This design comes from an exercise in tuning for small area on the open sky130 flow, not from production work.
No functional check of the RTL was part of this run.
Power is estimated from default activity; no workload was simulated.

File: flow/config.mk
export PLATFORM = sky130hd
export DESIGN_NAME = rvv_backend_div_rs
export DESIGN_NICKNAME = rvv_backend_div_rs
export VERILOG_FILES = /design/flow/design.v
export SDC_FILE = /design/flow/constraint.sdc
export NUM_CORES = 4
export LEC_CHECK = 0
export CAP_MARGIN = 20
export CORE_MARGIN = 2
export CORE_UTILIZATION = 65
export SLEW_MARGIN = 20
export SYNTH_HIERARCHICAL = 1
export SYNTH_MINIMUM_KEEP_SIZE = 0
File: flow/constraint.sdc
create_clock -name core_clock -period 5.0 [get_ports {clk}]
set_input_delay 1.0000 -clock core_clock [delete_from_list [all_inputs] [get_ports {clk}]]
set_output_delay 1.0000 -clock core_clock [all_outputs]
set_load 0.01 [all_outputs]
File: flow/design.v
package rvv_backend_div_rs_pkg;
  localparam int NUM_DIV      = 2;
  localparam int DIV_RS_DEPTH = 8;
  localparam int RS_MAX_PORTS = 8;
  typedef struct packed {
    logic [3:0]  uop_index;
    logic [4:0]  vd_addr;
    logic [31:0] src1;
    logic [31:0] src2;
  } DIV_RS_t;
  localparam int DIV_RS_W     = 4 + 5 + 32 + 32;
  function automatic int unsigned rs_prefix_count(input logic [RS_MAX_PORTS-1:0] vld);
    int unsigned n;
    logic        run;
    n   = 0;
    run = 1'b1;
    for (int i = 0; i < RS_MAX_PORTS; i++) begin
      run = run & vld[i];
      if (run) n = n + 1;
    end
    rs_prefix_count = n;
  endfunction
endpackage
module rvv_backend_div_rs #(
  parameter int DEPTH     = rvv_backend_div_rs_pkg::DIV_RS_DEPTH,
  parameter int PUSH_NUM  = 2,
  parameter int POP_NUM   = rvv_backend_div_rs_pkg::NUM_DIV
) (
  input  logic                                            clk,
  input  logic                                            rst_n,
  input  logic                                            trap_flush_rvv,
  input  logic [PUSH_NUM-1:0]                             push,
  input  logic [PUSH_NUM*rvv_backend_div_rs_pkg::DIV_RS_W-1:0] push_data,
  output logic                                            fifo_full,
  output logic [PUSH_NUM-1:1]                             fifo_almost_full,
  input  logic [POP_NUM-1:0]                              pop,
  output logic [POP_NUM*rvv_backend_div_rs_pkg::DIV_RS_W-1:0]  pop_data,
  output logic                                            fifo_empty,
  output logic [POP_NUM-1:1]                              fifo_almost_empty,
  output logic [$clog2(DEPTH):0]                          remain
);
  localparam int DW = rvv_backend_div_rs_pkg::DIV_RS_W;
  logic [3:0]         r_count;   
  logic               r_rbBank;  
  logic [2:0]         r_rbRow;
  logic               r_wbBank;  
  logic [2:0]         r_wbRow;
  logic [DW-1:0]      r_h0;      
  logic [DW-1:0]      r_h1;      
  logic [2:0][DW-1:0] r_even;    
  logic [2:0][DW-1:0] r_odd;     
  logic [DW-1:0] w_d0, w_d1;
  assign w_d0 = push_data[0  +: DW];
  assign w_d1 = push_data[DW +: DW];
  logic w_full, w_empty, w_almostFull, w_almostEmpty;
  assign w_full        = r_count[3];
  assign w_empty       = ~|r_count;
  assign w_almostFull  = r_count[3] | (&r_count[2:0]);
  assign w_almostEmpty = ~r_count[3] & ~r_count[2] & ~r_count[1];
  logic push1, push2, pop1, pop2;
  assign push1 = push[0] & ~w_full;
  assign push2 = push[0] & push[1] & ~w_almostFull;
  assign pop1  = pop[0] & ~w_empty;
  assign pop2  = pop[0] & pop[1] & ~w_almostEmpty;
  logic [1:0] w_npush, w_npop;
  assign w_npush = {push2, push1 & ~push2};
  assign w_npop  = {pop2,  pop1  & ~pop2};
  logic [3:0] w_kept;
  logic       w_m0, w_m1, w_m2;
  assign w_kept = r_count - 4'(w_npop);
  assign w_m0   = (w_kept == 4'd0);
  assign w_m1   = (w_kept == 4'd1);
  assign w_m2   = ~w_m0 & ~w_m1;
  logic w_take1, w_take2;
  assign w_take2 = pop2 & (r_count >= 4'd4);
  assign w_take1 = ~w_take2 & pop1 & (r_count >= 4'd3);
  logic w_wrA, w_wrB;
  assign w_wrA = (w_m2 & push1) | (w_m1 & push2);
  assign w_wrB = w_m2 & push2;
  function automatic logic [3:0] adv(input logic bank, input logic [2:0] row,
                                     input logic one, input logic two);
    logic [2:0] rot;
    rot = {row[1:0], row[2]};
    if (two)      adv = {bank, rot};
    else if (one) adv = {~bank, bank ? rot : row};
    else          adv = {bank, row};
  endfunction
  always_ff @(posedge clk or negedge rst_n) begin
    if (!rst_n) begin
      r_count  <= '0;
      r_rbBank <= 1'b0;
      r_rbRow  <= 3'b001;
      r_wbBank <= 1'b0;
      r_wbRow  <= 3'b001;
    end else if (trap_flush_rvv) begin
      r_count  <= '0;
      r_rbBank <= 1'b0;
      r_rbRow  <= 3'b001;
      r_wbBank <= 1'b0;
      r_wbRow  <= 3'b001;
    end else begin
      r_count <= r_count + 4'(w_npush) - 4'(w_npop);
      {r_rbBank, r_rbRow} <= adv(r_rbBank, r_rbRow, w_take1, w_take2);
      {r_wbBank, r_wbRow} <= adv(r_wbBank, r_wbRow, w_wrA & ~w_wrB, w_wrB);
    end
  end
  logic [2:0] w_evenWe, w_oddWe;
  always_comb begin
    for (int k = 0; k < 3; k++) begin
      w_evenWe[k] = (~r_wbBank & w_wrA & r_wbRow[k]) | (r_wbBank & w_wrB & r_wbRow[(k+2)%3]);
      w_oddWe[k]  = ( r_wbBank & w_wrA & r_wbRow[k]) | (~r_wbBank & w_wrB & r_wbRow[k]);
    end
  end
  logic w_evenD0, w_oddD0;
  assign w_evenD0 = w_m2 & ~r_wbBank;
  assign w_oddD0  = w_m2 &  r_wbBank;
  logic [DW-1:0] w_evenIn, w_oddIn;
  rvv_backend_div_rs_mux2n #(.W(DW)) u_evenIn (
    .s(w_evenD0), .sn(~w_evenD0), .a(w_d0), .b(w_d1), .y(w_evenIn));
  rvv_backend_div_rs_mux2n #(.W(DW)) u_oddIn (
    .s(w_oddD0),  .sn(~w_oddD0),  .a(w_d0), .b(w_d1), .y(w_oddIn));
  logic [2:0][DW-1:0] w_evenNext, w_oddNext;
  for (genvar k = 0; k < 3; k++) begin : g_mem
    rvv_backend_div_rs_hold #(.W(DW)) u_evenHold (
      .load(w_evenWe[k]), .hold(~w_evenWe[k]), .d(w_evenIn), .q(r_even[k]), .y(w_evenNext[k]));
    rvv_backend_div_rs_hold #(.W(DW)) u_oddHold (
      .load(w_oddWe[k]),  .hold(~w_oddWe[k]),  .d(w_oddIn),  .q(r_odd[k]),  .y(w_oddNext[k]));
    always_ff @(posedge clk) begin
      r_even[k] <= w_evenNext[k];
      r_odd[k]  <= w_oddNext[k];
    end
  end
  logic [2:0] w_evenSel, w_oddSel;
  assign w_oddSel  = r_rbRow;
  assign w_evenSel = r_rbBank ? {r_rbRow[1:0], r_rbRow[2]} : r_rbRow;
  logic [DW-1:0] w_evenOut, w_oddOut;   
  rvv_backend_div_rs_aoi3 #(.W(DW)) u_evenRd (.sel(w_evenSel), .d(r_even), .y(w_evenOut));
  rvv_backend_div_rs_aoi3 #(.W(DW)) u_oddRd  (.sel(w_oddSel),  .d(r_odd),  .y(w_oddOut));
  logic h0Hold, h0H1, h0Even, h0Odd, h0D0;
  assign h0D0   = w_m0;
  assign h0Hold = ~w_m0 & ~pop1;
  assign h0H1   = ~w_m0 & pop1 & ~pop2;
  assign h0Even = ~w_m0 & pop2 & ~r_rbBank;
  assign h0Odd  = ~w_m0 & pop2 &  r_rbBank;
  logic h1Hold, h1Even, h1Odd, h1D0, h1D1;
  assign h1D1   = w_m0;
  assign h1D0   = w_m1;
  assign h1Hold = w_m2 & ~pop1;
  assign h1Even = w_m2 & ((pop1 & ~pop2 & ~r_rbBank) | (pop2 &  r_rbBank));
  assign h1Odd  = w_m2 & ((pop1 & ~pop2 &  r_rbBank) | (pop2 & ~r_rbBank));
  logic [DW-1:0] w_h0Next, w_h1Next;
  rvv_backend_div_rs_sel5 #(.W(DW)) u_h0 (
    .sel({h0D0, h0Odd, h0Even, h0H1, h0Hold}),
    .d({w_d0, w_oddOut, w_evenOut, r_h1, r_h0}), .q(w_h0Next));
  rvv_backend_div_rs_sel5 #(.W(DW)) u_h1 (
    .sel({h1D1, h1D0, h1Odd, h1Even, h1Hold}),
    .d({w_d1, w_d0, w_oddOut, w_evenOut, r_h1}), .q(w_h1Next));
  always_ff @(posedge clk) begin
    r_h0 <= w_h0Next;
    r_h1 <= w_h1Next;
  end
  assign pop_data[0  +: DW] = r_h0;
  assign pop_data[DW +: DW] = r_h1;
  assign fifo_full            = w_full;
  assign fifo_empty           = w_empty;
  assign remain               = r_count;
  assign fifo_almost_full[1]  = w_almostFull;
  assign fifo_almost_empty[1] = w_almostEmpty;
endmodule
module rvv_backend_div_rs_sel5 #(
  parameter int W = 1
) (
  input  logic [4:0]        sel,
  input  logic [4:0][W-1:0] d,
  output logic [W-1:0]      q
);
  logic [W-1:0] w_aoi3, w_aoi2;
  rvv_backend_div_rs_aoi3  #(.W(W)) u_aoi3 (.sel(sel[2:0]), .d(d[2:0]), .y(w_aoi3));
  rvv_backend_div_rs_mux2n #(.W(W)) u_aoi2 (.s(sel[3]), .sn(sel[4]), .a(d[3]), .b(d[4]), .y(w_aoi2));
  assign q = ~(w_aoi3 & w_aoi2);
endmodule
module rvv_backend_div_rs_aoi3 #(
  parameter int W = 1
) (
  input  logic [2:0]        sel,
  input  logic [2:0][W-1:0] d,
  output logic [W-1:0]      y
);
  assign y = ~(({W{sel[0]}} & d[0]) | ({W{sel[1]}} & d[1]) | ({W{sel[2]}} & d[2]));
endmodule
module rvv_backend_div_rs_hold #(
  parameter int W = 1
) (
  input  logic         load,
  input  logic         hold,
  input  logic [W-1:0] d,
  input  logic [W-1:0] q,
  output logic [W-1:0] y
);
  assign y = ({W{load}} & d) | ({W{hold}} & q);
endmodule
module rvv_backend_div_rs_mux2n #(
  parameter int W = 1
) (
  input  logic         s,
  input  logic         sn,
  input  logic [W-1:0] a,
  input  logic [W-1:0] b,
  output logic [W-1:0] y
);
  assign y = ~(({W{s}} & a) | ({W{sn}} & b));
endmodule
File: flow/flow/run.sh
#!/bin/bash
# Standard ORFS layout (standard.sh, unchanged synthesis) with area-oriented
# settings: small port buffers and smaller clock buffers without dummy loads.
set -uo pipefail
export BUFFER_PORTS_ARGS="-buffer_cell sky130_fd_sc_hd__buf_1"
export CTS_ARGS="-sink_clustering_enable -repair_clock_nets -dont_use_dummy_load -buf_list {sky130_fd_sc_hd__clkbuf_4 sky130_fd_sc_hd__clkbuf_8} -sink_clustering_size 18 -sink_clustering_max_diameter 80"
bash standard.sh > standard.log 2>&1
File: flow/standard.sh
#!/bin/bash
# synth_recipe.tcl (not shown) runs the flow's synth.tcl, then flattens the netlist and writes it again
# the make line also repeats each setting of config.mk as NAME=value (left out here)
make -C /OpenROAD-flow-scripts/flow DESIGN_CONFIG=/design/flow/config.mk WORK_HOME=/design/flow/orfs CLKGATE_MAP_FILE= SYNTH_SCRIPT=/design/flow/synth_recipe.tcl "${@:-finish}"
==> run_results.csv <==
group,metric,value,unit
clocking,cts-root-buf,"clkbuf_8",
floorplan,floorplan.core_area,0.0385,mm2
clocking,ctsResizeCount,0,
clocking,clockBufferDepth,3,
clocking,clk_pin_slew,0.11,ns
detailed_routing,drt-initial-drc-count,4554,
worst_setup_path,worstSetupStartpointType,"flop",
grt,antenna_found_initial,0,
sta,hold_viol,0,
sta,worst_slack,0.246,ns
synthesis,synthesis.nets,2318,
clocking,cts_setup_buffers,0,
power,ir_worst_vdd,1.03,mV
layout,diodes,0,
worst_setup_path,cp_max_fo,75,
floorplan,std_cell_rows,72,
detailed_routing,wl_per_cell,29.7,um
grt,grt_pass1_wl,126,mm
worst_setup_path,end_kind,"flop",
layout,post-route-cell-area,0.0257,mm2
synthesis,yosys.area.top_type_share,46.3,%
placement,pre_cts_ws,0.200,ns
detailed_routing,vias_per_cell,7.91,
clocking,cts_tree,"built",
clocking,cts_inserted_buffers,39,
floorplan,io_pins,307,
detailed_routing,wirelength,83.6,mm
worst_setup_path,crit_required,5.52,ns
layout,nets,2459,
grt,track_usage,39.3,%
clocking,clk_latency,0.65,ns
floorplan,die_y,201,um
layout,nFillCells,3106,
min_path,holdCritPathClass,"in -> async",
worst_setup_path,arrival,5.27,ns
layout,final_cell_mix,"584 x dfxtp_1, 438 x a22o_1, 306 x buf_1, 292 x a22oi_1, 292 x a222oi_1",
power,finalPower,22500,uW
synthesis,syn_inst,2156,
synthesis,syn_area,0.0253,mm2
detailed_routing,vias,22247,
synthesis,ys_seq_area_share,47.5,%
placement,gp_congestion,0.916,
sta,rsz0062_at_grt,"false",
layout,drive_above_1_share,6.06,%
power,power_leakage,0.0102,uW
synthesis,ys.flop_type,"dfxtp_1",
synthesis,yosys.area.top_type,"dfxtp_1",
placement,place_area,0.0251,mm2
clocking,cts_hold_buffers,0,
sta,min_period_over_period,95.1,%
sta,final.setup_skew,0.0470,ns
grt,grt_pass1_vias,21626,
synthesis,synth_seq_cells,596,
sta,report.final.slew_viol_count,0,
floorplan,start_util,65.7,%
worst_setup_path,rrSetupSlack,0.25,ns
floorplan,dieArea,0.0405,mm2
placement,dp_hpwl,47.3,mm
synthesis,syn_avg_cell_area,11.7,um2
sta,fin_crit,4.75,ns
placement,io_buffer_count,306,
synthesis,netlist_top_cells_area,"dfxtp_1 46%, a22o_1 15%, a222oi_1 12%",
layout,area_delta_synth_final,1.73,%
sta,holdWs,0.426,ns
grt,grt_max_degree,76,
clocking,htreeDepth,2,
sta,finalSetupViolations,0,
sta,max_freq,210,MHz
synthesis,async_reset_ff_share,2.01,%
detailed_routing,ant_nets,0,
detailed_routing,first_pass_iters,11,
detailed_routing,route.detailed.drc,0,
sta,max-slew-margin-rel,18.3,%
sta,fin_tns_setup,0,ns
grt,overflow,0,
synthesis,synth_edf_count,0,
job,max-cap-violations,0,
synthesis,yosysWarnings,7,
layout,final_common_cell,"dfxtp_1",
power,powerDensity,875,mW/mm2
sta,tightest_slew,1.22,ns
outcome,status,"finished clean",
synthesis,ys_types,58,
worst_setup_path,r2r-start,"r_count[2]$_DFF_PN0_",
floorplan,fp.dieW,201,um
clocking,cts.sinks,596,
worst_setup_path,crit_start,"r_count[2]$_DFF_PN0_",
worst_setup_path,critical_path_class,"reg -> reg",
cell type report:
type	instances	area, um2	area share, %
clock buffers	39	537	2.09
inverters	10	37.5	0.146
multi-input cells	1287	10600	41.3
flip-flops and latches	596	12000	46.7
well taps	518	648	2.52
repair buffers	363	1860	7.24
worst max-delay path, stage by stage (launching register included):
cell,delay [ns]
dfrtp_1,0.47
inv_1,0.18
ha_1,0.32
nand2b_1,0.16
nand2b_1,0.19
and3_1,0.21
ha_1,0.23
inv_1,0.07
ha_1,0.20
nand2b_1,0.09
or4_1,0.41
o211ai_2,0.11
and3_4,0.29
buf_6,0.57
nor2b_4,0.28
buf_4,0.32
a222oi_1,0.40
nand2_1,0.10
cells by family after synthesis:
| kind of cell | after synthesis | share of synthesized area (%) |
|---|---|---|
| xor+xnor | 3 | 0.104 |
| compound gates | 1049 | 36.3 |
| buf+inv | 273 | 11.2 |
| simple gates | 215 | 3.88 |
| fa+ha+maj | 9 | 0.475 |
| flops | 596 | 47.5 |
| mux | 11 | 0.525 |
metrics by stage:
| step | util (%) | cells |
|---|---|---|
| after floorplan | - | 2156 |
| after global placement | 65.3 | 2771 |
| after detailed placement | 65.3 | 2771 |
| after CTS | 66.7 | 2810 |
| after global routing | 66.8 | 2813 |
| final | 66.8 | 2813 |
per-layer routing:
layer / share of wire, % / up-vias / global-route usage [%] / wire [um]
li1: - / 9238 / - / -
met1: 39 / 10897 / 53.3 / 32400
met2: 44 / 1829 / 59.7 / 36900
met3: 13 / 281 / 7.50 / 10600
met4: 4.4 / 2 / 20.5 / 3660
met5: 0.078 / - / 1.19 / 65
final timing paths:
kind | to | cells after the start
setup reg to reg | r_h0[5]$_DFF_P_ | 17
min in group core_clock | r_odd[207]$_DFF_P_ | 1
hold / removal | r_count[2]$_DFF_PN0_ | 1
setup / recovery | r_h0[5]$_DFF_P_ | 17
hold reg to reg | r_odd[207]$_DFF_P_ | 1
max in group asynchronous | r_rbRow[2]$_DFFE_PN0P_ | 1
state kept, by name, indices dropped and copies added (netlist names):
name / cells
r_count: 4
r_even: 219
r_h0: 73
r_h1: 73
r_odd: 219
r_rbBank: 1
r_rbRow: 3
r_wbBank: 1
r_wbRow: 3
synthesized netlist by cell type (4+ instances only):
| cell type | n |
|---|---|
| a21oi_1 | 4 |
| a222oi_1 | 292 |
| a22o_1 | 438 |
| a22oi_1 | 292 |
| and2_1 | 4 |
| buf_2 | 33 |
| buf_6 | 198 |
| clkbuf_8 | 28 |
| dfrtp_1 | 10 |
| dfxtp_1 | 584 |
| ha_1 | 8 |
| inv_1 | 10 |
| mux2i_1 | 5 |
| nand2_1 | 154 |
| nand2b_1 | 8 |
| nand3_1 | 9 |
| nor2_1 | 12 |
| nor2b_1 | 8 |
report_power, final:
group | leakage (uW) | switching (uW) | total [uW] | internal, uW
Sequential | 0.00502 | 1440 | 8460 | 7020
Combinational | 0.00485 | 7170 | 11800 | 4670
Clock | 0.000280 | 1470 | 2180 | 708

==> re-timing with driven ports <==
No port has a modelled driver above. Below, the same layout with a new extraction and two added sets of constraints.
Step 1 (the two cells are an assumption about what drives the block):
set clk [get_ports {clk}]
set_driving_cell -lib_cell sky130_fd_sc_hd__clkbuf_16 $clk
set_driving_cell -lib_cell sky130_fd_sc_hd__buf_2 [delete_from_list [all_inputs] $clk]
Step 2 also shifts input and output timing later by t, the mid clock arrival at the registers, as if the neighbouring blocks saw the same clock.
a / b / c = ideal / step 1 / step 2; a / b = the first two.
t, ns: 0.682
setup WS [ns]: 0.246 / 0.246 / 0.246
hold slack, ns: 0.426 / 0.395 / 0.481
worst setup path after step 2: register to register
After both steps this run still meets setup and hold. The setup slack of this run moves by 0.000 ns with the drivers and by 0.000 ns with both steps.
